Background: an optimization exercise with open tools, aiming at small area, a short achievable clock period and few clock cycles per item. Do not read the settings as production practice.
RTL that was checked went through simulation tests only; none was proved equivalent to the original.
Power figures rest on the tool's default switching activity, not on a simulated workload.

==> module huffTreeTop, before the edit <==
module huffTreeTop
(
    input  logic          Clk_in,
    input  logic          n_Rst,
    input  logic          Req,
    output logic          Ack,
    input  logic [89:0]   LeafWeights,
    output logic [119:0]  TreeTable,
    output logic [4:0]    RootRight,
    output logic [4:0]    RootLeft
);
    logic       busy;
    logic [3:0] step;               
    logic [7:0] lw [10];            
    logic [9:0] open;               
    logic [7:0] q [5];              
    logic [2:0] qn;                 
    logic [2:0] qb;                 
    logic [9:0] res [8];
    logic [4:0] rootR;
    logic [4:0] rootL;
    function automatic logic le8(input logic [7:0] a, input logic [7:0] b);
        logic c;
        c = 1'b1;
        for (int k = 0; k < 8; k++)
        begin
            c = (~a[k] & b[k]) | (~a[k] & c) | (b[k] & c);
        end
        le8 = c;
    endfunction
    logic [99:0] befN;
    logic [99:0] bef;
    always_comb
    begin
        for (int i = 0; i < 10; i++)
        begin
            for (int j = 0; j < 10; j++)
            begin
                if (i == j)
                begin
                    befN[10*i+j] = 1'b1;
                end
                else if (i < j)
                begin
                    befN[10*i+j] = le8(LeafWeights[9*i +: 8], LeafWeights[9*j +: 8]);
                end
                else
                begin
                    befN[10*i+j] = ~le8(LeafWeights[9*j +: 8], LeafWeights[9*i +: 8]);
                end
            end
        end
    end
    logic [44:0] befR;
    always_comb
    begin
        int n;
        n = 0;
        for (int i = 0; i < 10; i++)
        begin
            for (int j = 0; j < 10; j++)
            begin
                if (i == j)
                begin
                    bef[10*i+j] = 1'b1;
                end
                else if (i < j)
                begin
                    bef[10*i+j] = befR[n];
                    n = n + 1;
                end
            end
        end
        for (int i = 0; i < 10; i++)
        begin
            for (int j = 0; j < i; j++)
            begin
                bef[10*i+j] = ~bef[10*j+i];
            end
        end
    end
    function automatic logic [9:0] headOf(input logic [9:0] r, input logic [99:0] bm);
        logic [9:0] h;
        for (int i = 0; i < 10; i++)
        begin
            h[i] = r[i] & (&(~r | bm[10*i +: 10]));
        end
        headOf = h;
    endfunction
    logic [9:0] h0;
    logic [9:0] h1;
    logic [9:0] open1;
    assign h0    = headOf(open, bef);
    assign open1 = open & ~h0;
    assign h1    = headOf(open1, bef);
    logic [7:0] L0;
    logic [7:0] L1;
    logic [3:0] I0;
    logic [3:0] I1;
    always_comb
    begin
        L0 = '0;
        L1 = '0;
        I0 = '0;
        I1 = '0;
        for (int i = 0; i < 10; i++)
        begin
            L0 = L0 | ({8{h0[i]}} & lw[i]);
            L1 = L1 | ({8{h1[i]}} & lw[i]);
            I0 = I0 | ({4{h0[i]}} & 4'(i));
            I1 = I1 | ({4{h1[i]}} & 4'(i));
        end
    end
    logic hL0;
    logic hL1;
    logic hP0;
    logic hP1;
    logic [7:0] P0;
    logic [7:0] P1;
    assign hL0 = |open;
    assign hL1 = |open1;
    assign hP0 = (qn != 3'd0);
    assign hP1 = (qn > 3'd1);
    assign P0  = q[0];
    assign P1  = q[1];
    logic fL;                       
    logic sL;                       
    assign fL = hL0 & (~hP0 | le8(L0, P0));
    assign sL = fL ? (hL1 & (~hP0 | le8(L1, P0))) : (hL0 & (~hP1 | le8(L0, P1)));
    logic [7:0] sum;
    always_comb
    begin
        if (fL & sL)
        begin
            sum = L0 + L1;
        end
        else if (~fL & ~sL)
        begin
            sum = P0 + P1;
        end
        else
        begin
            sum = L0 + P0;
        end
    end
    logic [4:0] firstIdx;
    logic [4:0] secondIdx;
    assign firstIdx  = fL ? {1'b0, I0} : (5'd10 + 5'(qb));
    assign secondIdx = (fL & sL) ? {1'b0, I1} :
                       (~fL & ~sL) ? (5'd11 + 5'(qb)) :
                       fL ? (5'd10 + 5'(qb)) : {1'b0, I0};
    logic [9:0] used;
    assign used = ((fL | sL) ? h0 : 10'd0) | ((fL & sL) ? h1 : 10'd0);
    logic [1:0] pop;
    assign pop = 2'(!fL) + 2'(!sL);
    logic start;
    assign start = Req & ~busy & ~Ack;
    always_ff @(posedge Clk_in or negedge n_Rst)
    begin
        if (!n_Rst)
        begin
            busy <= 1'b0;
            Ack  <= 1'b0;
        end
        else
        begin
            if (start)
            begin
                busy <= 1'b1;
            end
            else if (busy && step == 4'd8)
            begin
                busy <= 1'b0;
                Ack  <= 1'b1;
            end
            else if (Ack && !Req)
            begin
                Ack <= 1'b0;
            end
        end
    end
    always_ff @(posedge Clk_in)
    begin
        if (!busy)
        begin
            for (int i = 0; i < 10; i++)
            begin
                lw[i] <= LeafWeights[9*i +: 8];
            end
            begin
                int n;
                n = 0;
                for (int i = 0; i < 10; i++)
                begin
                    for (int j = i + 1; j < 10; j++)
                    begin
                        befR[n] <= befN[10*i+j];
                        n = n + 1;
                    end
                end
            end
            open <= '1;
            qn   <= '0;
            qb   <= '0;
            step <= '0;
        end
        else
        begin
            open <= open & ~used;
            for (int m = 0; m < 5; m++)
            begin
                if (3'(m) == qn - 3'(pop))
                begin
                    q[m] <= sum;
                end
                else if (pop == 2'd1)
                begin
                    q[m] <= (m + 1 < 5) ? q[(m + 1) % 5] : 8'd0;
                end
                else if (pop == 2'd2)
                begin
                    q[m] <= (m + 2 < 5) ? q[(m + 2) % 5] : 8'd0;
                end
            end
            qn   <= qn - 3'(pop) + 3'd1;
            qb   <= qb + 3'(pop);
            step <= step + 4'd1;
            for (int k = 0; k < 8; k++)
            begin
                if (step == 4'(k))
                begin
                    res[k] <= {secondIdx, firstIdx};
                end
            end
            if (step == 4'd8)
            begin
                rootR <= firstIdx;
                rootL <= secondIdx;
            end
        end
    end
    always_comb
    begin
        for (int k = 0; k < 8; k++)
        begin
            TreeTable[15*k +: 15] = {5'(10 + k), res[k]};
        end
    end
    assign RootRight = rootR;
    assign RootLeft  = rootL;
endmodule
make LEC_CHECK=0 ABC_CLOCK_PERIOD_IN_PS=8000 CAP_MARGIN=20 CORE_MARGIN=2 CORE_UTILIZATION=40 PLACE_DENSITY=0.45 SLEW_MARGIN=20 finish   # period 35.0 ns
run.sh (not shown) runs the stock make flow with config.mk's settings and CLKGATE_MAP_FILE= SYNTH_SCRIPT=/design/flow/synth_recipe.tcl, a recipe that flattens the netlist after the stock synthesis.
Testbench counts at the start, summed over its fixed seeds: cycles 26,392, trees 2,400.
Change:
--- a/flow/design.v
+++ b/flow/design.v
@@ -18,19 +18,10 @@
     logic [2:0] qn;                 
     logic [2:0] qb;                 
     logic [9:0] res [8];
     logic [4:0] rootR;
     logic [4:0] rootL;
-    function automatic logic le8(input logic [7:0] a, input logic [7:0] b);
-        logic c;
-        c = 1'b1;
-        for (int k = 0; k < 8; k++)
-        begin
-            c = (~a[k] & b[k]) | (~a[k] & c) | (b[k] & c);
-        end
-        le8 = c;
-    endfunction
     logic [99:0] befN;
     logic [99:0] bef;
     always_comb
     begin
         for (int i = 0; i < 10; i++)
@@ -41,15 +32,15 @@
                 begin
                     befN[10*i+j] = 1'b1;
                 end
                 else if (i < j)
                 begin
-                    befN[10*i+j] = le8(LeafWeights[9*i +: 8], LeafWeights[9*j +: 8]);
+                    befN[10*i+j] = (LeafWeights[9*i +: 8] <= LeafWeights[9*j +: 8]);
                 end
                 else
                 begin
-                    befN[10*i+j] = ~le8(LeafWeights[9*j +: 8], LeafWeights[9*i +: 8]);
+                    befN[10*i+j] = ~(LeafWeights[9*j +: 8] <= LeafWeights[9*i +: 8]);
                 end
             end
         end
     end
     logic [44:0] befR;
@@ -124,12 +115,12 @@
     assign hP1 = (qn > 3'd1);
     assign P0  = q[0];
     assign P1  = q[1];
     logic fL;                       
     logic sL;                       
-    assign fL = hL0 & (~hP0 | le8(L0, P0));
-    assign sL = fL ? (hL1 & (~hP0 | le8(L1, P0))) : (hL0 & (~hP1 | le8(L0, P1)));
+    assign fL = hL0 & (~hP0 | (L0 <= P0));
+    assign sL = fL ? (hL1 & (~hP0 | (L1 <= P0))) : (hL0 & (~hP1 | (L0 <= P1)));
     logic [7:0] sum;
     always_comb
     begin
         if (fL & sL)
         begin
Power went up by 5.6%.
Synthesized cell count went up by 21%.
Setup slack gets better by 1.3 ns.
Design area went up by 22%.
Sequential power is about the same.
Maximum frequency went up by 14%.
Die area went up by 23%.
Worst hold slack gets better by 0.0087 ns.
Wire length went up by 26%.
Clock skew went up by 0.0091 ns.
For the second run of this note, only the layout was checked, not whether the RTL still works.


T:
Another version of the RTL of huffTreeTop (not shown whole).
Size: roughly 280 flip-flops, roughly 220 I/O pins, roughly 19,000 sq um of cells after synthesis.
==> module huffTreeTop, before the edit <==
module huffTreeTop
(
    input  logic          Clk_in,
    input  logic          n_Rst,
    input  logic          Req,
    output logic          Ack,
    input  logic [89:0]   LeafWeights,
    output logic [119:0]  TreeTable,
    output logic [4:0]    RootRight,
    output logic [4:0]    RootLeft
);
    logic       busy;
    logic [3:0] step;               
    logic [7:0] lw [10];            
    logic [9:0] open;               
    logic [7:0] q [5];              
    logic [2:0] qn;                 
    logic [2:0] qb;                 
    logic [9:0] res [8];
    logic [4:0] rootR;
    logic [4:0] rootL;
    function automatic logic le8(input logic [7:0] a, input logic [7:0] b);
        logic c;
        logic lt;
        logic eq;
        c = 1'b1;
        for (int k = 0; k < 4; k++)
        begin
            c = (~a[k] & b[k]) | (~a[k] & c) | (b[k] & c);
        end
        lt = 1'b0;
        eq = 1'b1;
        for (int k = 7; k >= 4; k--)
        begin
            lt = lt | (eq & ~a[k] & b[k]);
            eq = eq & ~(a[k] ^ b[k]);
        end
        le8 = lt | (eq & c);
    endfunction
    logic [99:0] befN;
    logic [99:0] bef;
    always_comb
    begin
        for (int i = 0; i < 10; i++)
        begin
            for (int j = 0; j < 10; j++)
            begin
                if (i == j)
                begin
                    befN[10*i+j] = 1'b1;
                end
                else if (i < j)
                begin
                    befN[10*i+j] = le8(LeafWeights[9*i +: 8], LeafWeights[9*j +: 8]);
                end
                else
                begin
                    befN[10*i+j] = ~le8(LeafWeights[9*j +: 8], LeafWeights[9*i +: 8]);
                end
            end
        end
    end
    logic [44:0] befR;
    always_comb
    begin
        int n;
        n = 0;
        for (int i = 0; i < 10; i++)
        begin
            for (int j = 0; j < 10; j++)
            begin
                if (i == j)
                begin
                    bef[10*i+j] = 1'b1;
                end
                else if (i < j)
                begin
                    bef[10*i+j] = befR[n];
                    n = n + 1;
                end
            end
        end
        for (int i = 0; i < 10; i++)
        begin
            for (int j = 0; j < i; j++)
            begin
                bef[10*i+j] = ~bef[10*j+i];
            end
        end
    end
    function automatic logic [9:0] headOf(input logic [9:0] r, input logic [99:0] bm);
        logic [9:0] h;
        for (int i = 0; i < 10; i++)
        begin
            h[i] = r[i] & (&(~r | bm[10*i +: 10]));
        end
        headOf = h;
    endfunction
    logic [9:0] h0;
    logic [9:0] h1;
    logic [9:0] open1;
    assign h0    = headOf(open, bef);
    assign open1 = open & ~h0;
    assign h1    = headOf(open1, bef);
    logic [7:0] L0;
    logic [7:0] L1;
    logic [3:0] I0;
    logic [3:0] I1;
    always_comb
    begin
        L0 = '0;
        L1 = '0;
        I0 = '0;
        I1 = '0;
        for (int i = 0; i < 10; i++)
        begin
            L0 = L0 | ({8{h0[i]}} & lw[i]);
            L1 = L1 | ({8{h1[i]}} & lw[i]);
            I0 = I0 | ({4{h0[i]}} & 4'(i));
            I1 = I1 | ({4{h1[i]}} & 4'(i));
        end
    end
    logic hL0;
    logic hL1;
    logic hP0;
    logic hP1;
    logic [7:0] P0;
    logic [7:0] P1;
    assign hL0 = |open;
    assign hL1 = |open1;
    assign hP0 = (qn != 3'd0);
    assign hP1 = (qn > 3'd1);
    assign P0  = q[0];
    assign P1  = q[1];
    logic fL;                       
    logic sL;                       
    assign fL = hL0 & (~hP0 | le8(L0, P0));
    assign sL = fL ? (hL1 & (~hP0 | le8(L1, P0))) : (hL0 & (~hP1 | le8(L0, P1)));
    logic [7:0] firstW;
    logic [7:0] secondW;
    logic [7:0] sum;
    assign firstW  = fL ? L0 : P0;
    assign secondW = (fL & sL) ? L1 : (~fL & ~sL) ? P1 : fL ? P0 : L0;
    assign sum     = firstW + secondW;
    logic [4:0] firstIdx;
    logic [4:0] secondIdx;
    assign firstIdx  = fL ? {1'b0, I0} : (5'd10 + 5'(qb));
    assign secondIdx = (fL & sL) ? {1'b0, I1} :
                       (~fL & ~sL) ? (5'd11 + 5'(qb)) :
                       fL ? (5'd10 + 5'(qb)) : {1'b0, I0};
    logic [9:0] used;
    assign used = ((fL | sL) ? h0 : 10'd0) | ((fL & sL) ? h1 : 10'd0);
    logic [1:0] pop;
    assign pop = 2'(!fL) + 2'(!sL);
    logic start;
    assign start = Req & ~busy & ~Ack;
    always_ff @(posedge Clk_in or negedge n_Rst)
    begin
        if (!n_Rst)
        begin
            busy <= 1'b0;
            Ack  <= 1'b0;
        end
        else
        begin
            if (start)
            begin
                busy <= 1'b1;
            end
            else if (busy && step == 4'd8)
            begin
                busy <= 1'b0;
                Ack  <= 1'b1;
            end
            else if (Ack && !Req)
            begin
                Ack <= 1'b0;
            end
        end
    end
    always_ff @(posedge Clk_in)
    begin
        if (!busy)
        begin
            for (int i = 0; i < 10; i++)
            begin
                lw[i] <= LeafWeights[9*i +: 8];
            end
            begin
                int n;
                n = 0;
                for (int i = 0; i < 10; i++)
                begin
                    for (int j = i + 1; j < 10; j++)
                    begin
                        befR[n] <= befN[10*i+j];
                        n = n + 1;
                    end
                end
            end
            open <= '1;
            qn   <= '0;
            qb   <= '0;
            step <= '0;
        end
        else
        begin
            open <= open & ~used;
            for (int m = 0; m < 5; m++)
            begin
                if (3'(m) == qn - 3'(pop))
                begin
                    q[m] <= sum;
                end
                else if (pop == 2'd1)
                begin
                    q[m] <= (m + 1 < 5) ? q[(m + 1) % 5] : 8'd0;
                end
                else if (pop == 2'd2)
                begin
                    q[m] <= (m + 2 < 5) ? q[(m + 2) % 5] : 8'd0;
                end
            end
            qn   <= qn - 3'(pop) + 3'd1;
            qb   <= qb + 3'(pop);
            step <= step + 4'd1;
            for (int k = 0; k < 8; k++)
            begin
                if (step == 4'(k))
                begin
                    res[k] <= {secondIdx, firstIdx};
                end
            end
            if (step == 4'd8)
            begin
                rootR <= firstIdx;
                rootL <= secondIdx;
            end
        end
    end
    always_comb
    begin
        for (int k = 0; k < 8; k++)
        begin
            TreeTable[15*k +: 15] = {5'(10 + k), res[k]};
        end
    end
    assign RootRight = rootR;
    assign RootLeft  = rootL;
endmodule
clock: 35.0 ns
lec_check: 0
abc_area: 1
cap_margin: 20
core_margin: 2
core_utilization: 40
cts_buf_list: sky130_fd_sc_hd__clkbuf_4 sky130_fd_sc_hd__clkbuf_8
place_density: 0.45
slew_margin: 20
standard.sh (not shown) runs the stock make flow with config.mk's settings and CLKGATE_MAP_FILE= SYNTH_SCRIPT=/design/flow/synth_recipe.tcl, a recipe that flattens the netlist after the stock synthesis.
==> flow/flow/run.sh <==
#!/bin/bash
set -euo pipefail
bash standard.sh SETUP_SLACK_MARGIN=27 finish > standard_flow.log 2>&1
### T -> Q
--- a/flow/design.v
+++ b/flow/design.v
@@ -180,26 +180,27 @@
         end
     end
     always_ff @(posedge Clk_in)
     begin
+        int n;
+        for (int i = 0; i < 10; i++)
+        begin
+            lw[i] <= LeafWeights[9*i +: 8];
+        end
+        n = 0;
+        for (int i = 0; i < 10; i++)
+        begin
+            for (int j = i + 1; j < 10; j++)
+            begin
+                befR[n] <= befN[10*i+j];
+                n = n + 1;
+            end
+        end
+    end
+    always_ff @(posedge Clk_in)
+    begin
         if (!busy)
         begin
-            for (int i = 0; i < 10; i++)
-            begin
-                lw[i] <= LeafWeights[9*i +: 8];
-            end
-            begin
-                int n;
-                n = 0;
-                for (int i = 0; i < 10; i++)
-                begin
-                    for (int j = i + 1; j < 10; j++)
-                    begin
-                        befR[n] <= befN[10*i+j];
-                        n = n + 1;
-                    end
-                end
-            end
             open <= '1;
             qn   <= '0;
             qb   <= '0;
             step <= '0;
Notes after the runs:
- Delta(met1 wire length, Q - T) < 0
- Re post-route worst setup slack: T was higher than Q.
- Comparing Q and T, final core utilization is higher on T.
- In the metrics for Q and T, the one carrying the higher switching share of total power is T.
- Between T and Q, clock share of power increased.
- The post-place instance area in T is 1.07 times that in Q.
- Cell area power density: Q and T compared, higher one is T
- [Q vs T] area added between synthesis and finish: lower in Q
- Status: clock edge transition at the registers on the reported setup and hold paths parity (T, Q)
Testbench counts of Q, summed over its fixed seeds: cycles 26,392, trees 2,400.
Function not checked in T: the RTL went through the layout flow alone.

==> what the ideal ports hide <==
No port has a modelled driver above. Below, the same layouts with a new extraction and two added sets of constraints.
Step 1: set_driving_cell puts a clkbuf_16 on Clk_in and a buf_2 on each other input, an assumption about the parent block.
Step 2 adds t to the input delays and takes it off the output delays; t is the mean of the earliest and latest rising clock arrival at the registers after step 1. Input paths then give back, and output paths get back, about the clock's delay inside the block.
Slacks: no drivers / after step 1 / after step 2; pairs: no drivers / after step 1.
run | t (ns) | setup slack, ns | hold WS [ns]
the first run of note 1 | 0.628 | 24.479 / 24.514 / 23.886 | 0.487 / 0.487 / 0.487
the second run of note 1 | 0.642 | 25.748 / 25.781 / 25.139 | 0.496 / 0.496 / 0.496
T | 0.663 | 26.817 / 26.759 / 26.312 | 0.485 / 0.485 / 0.485
Q | 0.678 | 26.803 / 26.746 / 26.303 | 0.495 / 0.495 / 0.495
After both steps every run listed still meets setup and hold. The setup slack of the second run of note 1, which loses most, moves by +0.033 ns with the drivers and by -0.609 ns with both steps.
